This design comes from an exercise in tuning for small area on the open sky130 flow, not from production work.
In this exercise RTL edits were held to simulation tests only and were not proved equivalent to the original.
Power is estimated from default activity; no workload was simulated.

==> inputs of 08-16 <==
## additive_synth_top
module additive_synth_top (
	input wire ADC_Data_Received,
	input wire reset,
	input wire i_param_load,
	input wire [15:0] i_param_freq,
	input wire [8:0] i_param_rate,
	input wire [8:0] i_param_initial,
	input wire [15:0] i_param_spread,
	output logic o_dac_cs,
	output logic o_dac_clock,
	output logic o_dac_bit
);
clock: 12.0 ns
lec_check: 0
cap_margin: 20
core_margin: 2
core_utilization: 40
gpl_routability_driven: 0
gpl_timing_driven: 0
place_density: 0.6
slew_margin: 20
standard.sh (not shown) runs the stock make flow with config.mk's settings and CLKGATE_MAP_FILE= SYNTH_SCRIPT=/design/flow/synth_recipe.tcl, a recipe that flattens the netlist after the stock synthesis.
==> flow/flow/run.sh <==
#!/bin/bash
# Standard ORFS layout with a leaner clock tree (large leaf clusters, no
# dummy loads) and the smallest buffer on each port.
set -uo pipefail
bash standard.sh \
  "CTS_ARGS=-sink_clustering_enable -repair_clock_nets -buf_list sky130_fd_sc_hd__clkbuf_8 -sink_clustering_size 20 -sink_clustering_max_diameter 65 -dont_use_dummy_load" \
  "BUFFER_PORTS_ARGS=-buffer_cell sky130_fd_sc_hd__buf_1" \
  finish > orfs_make.log 2>&1
status=$?
cp -r orfs/logs orfs_logs 2>/dev/null || true
exit $status
==> 11-23 (differences from 08-16) <==
==> flow/design.v (replaced) <==
`default_nettype none
package synth_pkg;
	localparam int SAMPLE_INTERVAL = 1500;          
	localparam int FREQ_DEFAULT = 50;               
	localparam int RATE_DEFAULT = 270;
	localparam int INITIAL_DEFAULT = 511;
	localparam int SPREAD_DEFAULT = 120;
endpackage
`default_nettype wire
`default_nettype none
import synth_pkg::*;
module additive_synth_top (
	input wire ADC_Data_Received,
	input wire reset,
	input wire i_param_load,
	input wire [15:0] i_param_freq,
	input wire [8:0] i_param_rate,
	input wire [8:0] i_param_initial,
	input wire [15:0] i_param_spread,
	output logic o_dac_cs,
	output logic o_dac_clock,
	output logic o_dac_bit
);
	logic [10:0] cnt;                  
	logic active;                      
	logic [7:0] rc;                    
	logic [3:0] b;
	logic copy;                        
	assign b = rc[3:0];
	assign copy = (cnt == 11'd1499) || (cnt == 11'd2047);
	always_ff @(posedge ADC_Data_Received) begin
		if (reset) begin
			cnt <= 11'd2047;
			active <= 1'b0;
			rc <= 8'd0;
		end else begin
			cnt <= copy ? 11'd0 : cnt + 11'd1;
			if (cnt == 11'd1499)
				active <= 1'b1;
			rc <= rc + 8'd1;
		end
	end
	logic [15:0] live_freq, live_spread, snap_freq, snap_spread;
	logic [8:0] live_rate, live_init, snap_rate;
	always_ff @(posedge ADC_Data_Received) begin
		if (reset) begin
			live_freq <= 16'(FREQ_DEFAULT);
			live_rate <= 9'(RATE_DEFAULT);
			live_init <= 9'(INITIAL_DEFAULT);
			live_spread <= 16'(SPREAD_DEFAULT);
		end else if (i_param_load) begin
			live_freq <= i_param_freq;
			live_rate <= i_param_rate;
			live_init <= i_param_initial;
			live_spread <= i_param_spread;
		end
	end
	always_ff @(posedge ADC_Data_Received) begin
		if (!reset && copy) begin
			snap_freq <= live_freq;
			snap_rate <= live_rate;
			snap_spread <= live_spread;
		end
	end
	logic wk;                          
	logic [1:0] w;                     
	logic [4:0] k;                     
	logic kz;
	logic alive;                       
	logic last_word;
	assign kz = (k == 5'd0);
	assign last_word = (b == 4'd15);
	logic [255:0] ring;
	logic head, tap, head_val, head_in, pc, pcn;
	logic [15:0] adv;
	logic adv_out, adv_in, ac, acn, op;
	logic clearing, pa;
	assign head = ring[255];
	assign tap = ring[239];
	assign clearing = !active && (cnt[10:8] == 3'd0);
	assign head_val = head && !clearing;
	assign pa = wk && (w == 2'd1) && alive;
	assign adv_out = adv[0];
	assign {pcn, head_in} = head_val + (pa && adv_out) + (pc && (b != 4'd0));
	always_comb begin
		if ((w == 2'd1) || (w == 2'd0 && kz))
			op = snap_freq[b];
		else if (w == 2'd2)
			op = snap_spread[b];
		else
			op = 1'b0;
	end
	assign {acn, adv_in} = adv_out + op + (ac && (b != 4'd0));
	always_ff @(posedge ADC_Data_Received) begin
		ring <= {ring[254:0], head_in};
		pc <= pcn;
		adv <= {wk ? adv_in : 1'b0, adv[15:1]};
		ac <= acn;
	end
	logic [14:0] x;
	logic s;
	logic seen_a, ain, out_a, clip, magbit;
	logic [14:0] acc_a;
	logic [15:0] sum_a;
	assign ain = (w == 2'd1) && (b != 4'd15) && (head ^ seen_a);
	assign sum_a = {1'b0, acc_a} + (ain ? {1'b0, x} : 16'd0);
	assign out_a = sum_a[0];
	assign clip = (x == 15'h4000);
	assign magbit = out_a || clip;
	always_ff @(posedge ADC_Data_Received) begin
		if (w == 2'd0 && b != 4'd15)
			x <= {tap, x[14:1]};
		if (w == 2'd1 && b == 4'd15)
			s <= head;
		seen_a <= !last_word && (seen_a || head);
		acc_a <= sum_a[15:1];
	end
	logic [8:0] lvl, acc_b;
	logic [9:0] sum_b;
	logic magwin, ratewin, bin, out_b, seen_b, rate_bit;
	logic [15:0] rate_vec;
	assign magwin = (w == 2'd1 && b >= 4'd13) || (w == 2'd2 && b <= 4'd11);
	assign ratewin = wk && !kz && ((w == 2'd0 && b >= 4'd9) || (w == 2'd1 && b <= 4'd1));
	assign rate_vec = {snap_rate[6:0], 7'b0, snap_rate[8], snap_rate[7]};
	assign rate_bit = rate_vec[b];
	assign bin = magwin ? magbit : (ratewin && rate_bit);
	assign sum_b = {1'b0, acc_b} + (bin ? {1'b0, lvl} : 10'd0);
	assign out_b = sum_b[0];
	always_ff @(posedge ADC_Data_Received) begin
		acc_b <= sum_b[9:1];
		seen_b <= !(w == 2'd1 && b == 4'd12) && (seen_b || out_b);
		if (!reset && copy)
			lvl <= live_init;
		else if (wk && !kz && w == 2'd1 && b == 4'd2)
			lvl <= acc_b;
	end
	logic [18:0] tl, tr;
	logic vflag, par, first, aw, tc, tcn, t_op, cbit, t_in;
	assign cbit = vflag && (out_b ^ (s && seen_b));
	assign t_op = !first && (par ? tr[0] : tl[0]);
	assign {tcn, t_in} = t_op + cbit + (tc && !(w == 2'd2 && b == 4'd6));
	always_ff @(posedge ADC_Data_Received) begin
		if (w == 2'd1 && b == 4'd15) begin
			vflag <= alive;
			par <= k[0];
			first <= (k[4:1] == 4'd0);
		end
		tc <= tcn;
		if (aw && !par)
			tl <= {t_in, tl[18:1]};
		if (aw && par)
			tr <= {t_in, tr[18:1]};
	end
	always_ff @(posedge ADC_Data_Received) begin
		if (reset) begin
			wk <= 1'b0;
			w <= 2'd0;
			k <= 5'd0;
			alive <= 1'b0;
			aw <= 1'b0;
		end else begin
			if (!wk) begin
				if (rc == 8'd255 && cnt[10:8] == 3'd1) begin
					wk <= 1'b1;
					alive <= 1'b1;
				end
			end else if (last_word) begin
				if (w == 2'd1 && (adv_out || k == 5'd15))
					alive <= 1'b0;
				if (w == 2'd2) begin
					w <= 2'd0;
					k <= k + 5'd1;
				end else if (w == 2'd0 && k == 5'd16) begin
					wk <= 1'b0;
					k <= 5'd0;
				end else begin
					w <= w + 2'd1;
				end
			end
			if (w == 2'd2 && b == 4'd5)
				aw <= 1'b1;
			else if (w == 2'd0 && b == 4'd8)
				aw <= 1'b0;
		end
	end
	logic fr;
	logic [31:0] word;
	assign word = {tl[18], tl[18:4], tr[18], tr[18:4]};
	assign fr = active && (cnt[10:6] == 5'd0);
	assign o_dac_cs = !fr;
	assign o_dac_clock = fr && cnt[0];
	assign o_dac_bit = fr && word[~cnt[5:1]];
endmodule
`default_nettype wire
==> flow/flow/run.sh (replaced) <==
#!/bin/bash
# Standard ORFS layout with a leaner clock tree (large leaf clusters, no
# dummy loads) and the smallest buffer on each port.
set -uo pipefail
bash standard.sh \
  "CTS_ARGS=-sink_clustering_enable -repair_clock_nets -buf_list sky130_fd_sc_hd__clkbuf_16 -sink_clustering_size 36 -sink_clustering_max_diameter 50 -dont_use_dummy_load" \
  "BUFFER_PORTS_ARGS=-buffer_cell sky130_fd_sc_hd__buf_1" \
  finish > orfs_make.log 2>&1
status=$?
cp -r orfs/logs orfs_logs 2>/dev/null || true
exit $status
- CORE_UTILIZATION: 40 -> 65
- GPL_ROUTABILITY_DRIVEN: 0 -> unset
- GPL_TIMING_DRIVEN: 0 -> unset
- PLACE_DENSITY: 0.6 -> 0.75
==> 03-18 (differences from 08-16) <==
==> flow/design.v (replaced) <==
`default_nettype none
package synth_pkg;
	localparam int SAMPLE_INTERVAL = 1500;          
	localparam int FREQ_DEFAULT = 50;               
	localparam int RATE_DEFAULT = 270;
	localparam int INITIAL_DEFAULT = 511;
	localparam int SPREAD_DEFAULT = 120;
endpackage
`default_nettype wire
`default_nettype none
import synth_pkg::*;
module additive_synth_top (
	input wire ADC_Data_Received,
	input wire reset,
	input wire i_param_load,
	input wire [15:0] i_param_freq,
	input wire [8:0] i_param_rate,
	input wire [8:0] i_param_initial,
	input wire [15:0] i_param_spread,
	output logic o_dac_cs,
	output logic o_dac_clock,
	output logic o_dac_bit
);
	logic [10:0] cnt;                  
	logic active;                      
	logic [7:0] rc;                    
	logic [3:0] b;
	logic copy;                        
	assign b = rc[3:0];
	assign copy = (cnt == 11'd1499) || (cnt == 11'd2047);
	always_ff @(posedge ADC_Data_Received) begin
		if (reset) begin
			cnt <= 11'd2047;
			active <= 1'b0;
			rc <= 8'd0;
		end else begin
			cnt <= copy ? 11'd0 : cnt + 11'd1;
			if (cnt == 11'd1499)
				active <= 1'b1;
			rc <= rc + 8'd1;
		end
	end
	logic [15:0] live_freq, live_spread, snap_freq, snap_spread;
	logic [8:0] live_rate, live_init, snap_rate;
	always_ff @(posedge ADC_Data_Received) begin
		if (reset) begin
			live_freq <= 16'(FREQ_DEFAULT);
			live_rate <= 9'(RATE_DEFAULT);
			live_init <= 9'(INITIAL_DEFAULT);
			live_spread <= 16'(SPREAD_DEFAULT);
		end else if (i_param_load) begin
			live_freq <= i_param_freq;
			live_rate <= i_param_rate;
			live_init <= i_param_initial;
			live_spread <= i_param_spread;
		end
	end
	always_ff @(posedge ADC_Data_Received) begin
		if (!reset && copy) begin
			snap_freq <= live_freq;
			snap_rate <= live_rate;
			snap_spread <= live_spread;
		end
	end
	logic wk;                          
	logic [1:0] w;                     
	logic [4:0] k;                     
	logic kz;
	logic alive;                       
	logic last_word;
	assign kz = (k == 5'd0);
	assign last_word = (b == 4'd15);
	logic [255:0] ring;
	logic head, tap, head_val, head_in, pc, pcn;
	logic [15:0] adv;
	logic adv_out, adv_in, ac, acn, op;
	logic clearing, pa;
	assign head = ring[255];
	assign tap = ring[239];
	assign clearing = !active && (cnt[10:8] == 3'd0);
	assign head_val = head && !clearing;
	assign pa = wk && (w == 2'd1) && alive;
	assign adv_out = adv[0];
	assign {pcn, head_in} = head_val + (pa && adv_out) + (pc && (b != 4'd0));
	always_comb begin
		if ((w == 2'd1) || (w == 2'd0 && kz))
			op = snap_freq[b];
		else if (w == 2'd2)
			op = snap_spread[b];
		else
			op = 1'b0;
	end
	assign {acn, adv_in} = adv_out + op + (ac && (b != 4'd0));
	always_ff @(posedge ADC_Data_Received) begin
		ring <= {ring[254:0], head_in};
		pc <= pcn;
		adv <= {wk ? adv_in : 1'b0, adv[15:1]};
		ac <= acn;
	end
	logic [14:0] x;
	logic s;
	logic seen_a, ain, out_a, clip, magbit;
	logic [14:0] acc_a;
	logic [15:0] sum_a;
	assign ain = (w == 2'd1) && (b != 4'd15) && (head ^ seen_a);
	assign sum_a = {1'b0, acc_a} + (ain ? {1'b0, x} : 16'd0);
	assign out_a = sum_a[0];
	assign clip = (x == 15'h4000);
	assign magbit = out_a || clip;
	always_ff @(posedge ADC_Data_Received) begin
		if (w == 2'd0 && b != 4'd15)
			x <= {tap, x[14:1]};
		if (w == 2'd1 && b == 4'd15)
			s <= head;
		seen_a <= !last_word && (seen_a || head);
		acc_a <= sum_a[15:1];
	end
	logic [8:0] lvl, acc_b;
	logic [9:0] sum_b;
	logic magwin, ratewin, bin, out_b, seen_b, rate_bit;
	logic [3:0] ri;
	assign magwin = (w == 2'd1 && b >= 4'd13) || (w == 2'd2 && b <= 4'd11);
	assign ratewin = wk && !kz && ((w == 2'd0 && b >= 4'd9) || (w == 2'd1 && b <= 4'd1));
	assign ri = b - 4'd9;
	assign rate_bit = snap_rate[ri];
	assign bin = magwin ? magbit : (ratewin && rate_bit);
	assign sum_b = {1'b0, acc_b} + (bin ? {1'b0, lvl} : 10'd0);
	assign out_b = sum_b[0];
	always_ff @(posedge ADC_Data_Received) begin
		acc_b <= sum_b[9:1];
		seen_b <= !(w == 2'd1 && b == 4'd12) && (seen_b || out_b);
		if (!reset && copy)
			lvl <= live_init;
		else if (wk && !kz && w == 2'd1 && b == 4'd2)
			lvl <= acc_b;
	end
	logic [18:0] tl, tr;
	logic vflag, par, first, aw, tc, tcn, t_op, cbit, t_in;
	assign cbit = vflag && (out_b ^ (s && seen_b));
	assign t_op = !first && (par ? tr[0] : tl[0]);
	assign {tcn, t_in} = t_op + cbit + (tc && !(w == 2'd2 && b == 4'd6));
	always_ff @(posedge ADC_Data_Received) begin
		if (w == 2'd1 && b == 4'd15) begin
			vflag <= alive;
			par <= k[0];
			first <= (k[4:1] == 4'd0);
		end
		tc <= tcn;
		if (aw && !par)
			tl <= {t_in, tl[18:1]};
		if (aw && par)
			tr <= {t_in, tr[18:1]};
	end
	always_ff @(posedge ADC_Data_Received) begin
		if (reset) begin
			wk <= 1'b0;
			w <= 2'd0;
			k <= 5'd0;
			alive <= 1'b0;
			aw <= 1'b0;
		end else begin
			if (!wk) begin
				if (rc == 8'd255 && cnt[10:8] == 3'd1) begin
					wk <= 1'b1;
					alive <= 1'b1;
				end
			end else if (last_word) begin
				if (w == 2'd1 && (adv_out || k == 5'd15))
					alive <= 1'b0;
				if (w == 2'd2) begin
					w <= 2'd0;
					k <= k + 5'd1;
				end else if (w == 2'd0 && k == 5'd16) begin
					wk <= 1'b0;
					k <= 5'd0;
				end else begin
					w <= w + 2'd1;
				end
			end
			if (w == 2'd2 && b == 4'd5)
				aw <= 1'b1;
			else if (w == 2'd0 && b == 4'd8)
				aw <= 1'b0;
		end
	end
	logic fr;
	logic [4:0] n;
	logic [18:0] tsel;
	logic [3:0] m;
	assign fr = active && (cnt[10:6] == 5'd0);
	assign n = cnt[5:1];
	assign tsel = n[4] ? tr : tl;
	assign m = n[3:0];
	assign o_dac_cs = !fr;
	assign o_dac_clock = fr && cnt[0];
	assign o_dac_bit = fr && ((m == 4'd0) ? tsel[18] : tsel[5'd19 - {1'b0, m}]);
endmodule
`default_nettype wire
==> flow/run.sh (new file) <==
#!/bin/bash
# synth_recipe.tcl (not shown) runs the flow's synth.tcl, then flattens the netlist and writes it again
# the make line also repeats each setting of config.mk as NAME=value (left out here)
make -C /OpenROAD-flow-scripts/flow DESIGN_CONFIG=/design/flow/config.mk WORK_HOME=/design/flow/orfs CLKGATE_MAP_FILE= SYNTH_SCRIPT=/design/flow/synth_recipe.tcl finish
- GPL_ROUTABILITY_DRIVEN: 0 -> unset
- GPL_TIMING_DRIVEN: 0 -> unset
removed: flow/flow/run.sh
removed: flow/standard.sh
==> qor.csv <==
stage;metric;value;unit
grt;grt_max_degree;81;
worst_setup_path;cp_num_cells;6;
grt;grt_pass1_vias;7384;
cells_and_area;seqCellArea;10800;µm²
place;dp_hpwl;13300;µm
routing;vias_per_cell;5.37;
outcome;status;complete, no violations;
place;portBuffers;55;
timing;setup_ws;6.94;ns
synth;synthTopCellsByArea;dfxtp_1 (52%), edfxtp_1 (22%), ha_1 (2.8%);
power_and_ir_drop;pwr-share-comb;5.9;%
the above is filed under 11-23

==> qor.csv <==
stage;metric;value;unit
cells_and_area;seqCellArea;10700;µm²
power_and_ir_drop;pwr-share-comb;10.0;%
synth;synthTopCellsByArea;dfxtp_1 (58%), edfxtp_1 (18%), fa_1 (3.7%);
worst_setup_path;cp_num_cells;24;
place;dp_hpwl;13500;µm
cts;clock_sinks;490;
timing;fin_setup_tns;0;ns
place;portBuffers;54;
grt;grt_pass1_vias;6888;
power_and_ir_drop;switching_power;642;µW
routing;vias_per_cell;4.48;
grt;grt_max_degree;33;
timing;setup_ws;3.96;ns
outcome;status;complete, no violations;
the above is filed under 08-16

==> qor.csv <==
stage;metric;value;unit
outcome;status;complete, no violations;
cells_and_area;seqCellArea;10800;µm²
synth;synthTopCellsByArea;dfxtp_1 (51%), edfxtp_1 (21%), ha_1 (2.9%);
place;portBuffers;55;
place;dp_hpwl;14100;µm
routing;vias_per_cell;4.75;
power_and_ir_drop;pwr-share-comb;6.2;%
grt;grt_pass1_vias;7574;
timing;setup_ws;6.51;ns
worst_setup_path;cp_num_cells;6;
the above is filed under 03-18

[afterwards: timing with drivers on the ports]
The results above use ideal ports. As a check the final layouts listed here were re-extracted and re-timed, cells and wires unchanged. Step 1 assumes that a clkbuf_16 drives the clock port and a buf_2 every other input. Step 2 also shifts input and output timing later by t, the mid clock arrival at the registers, as if the neighbouring blocks saw the same clock. Slacks: ideal / step 1 / step 2; pairs: ideal / step 1.
run | t (ns) | setup WS [ns] | worst setup path at the end | clock arrival spread, ns
08-16 | 0.633 | 3.964 / 3.964 / 3.964 | register to register | 0.083 / 0.083
11-23 | 0.546 | 6.937 / 6.890 / 7.299 | register to register | 0.049 / 0.049
03-18 | 0.621 | 6.511 / 6.464 / 7.085 | register to output | 0.042 / 0.042
After both steps every run listed still meets setup and hold.
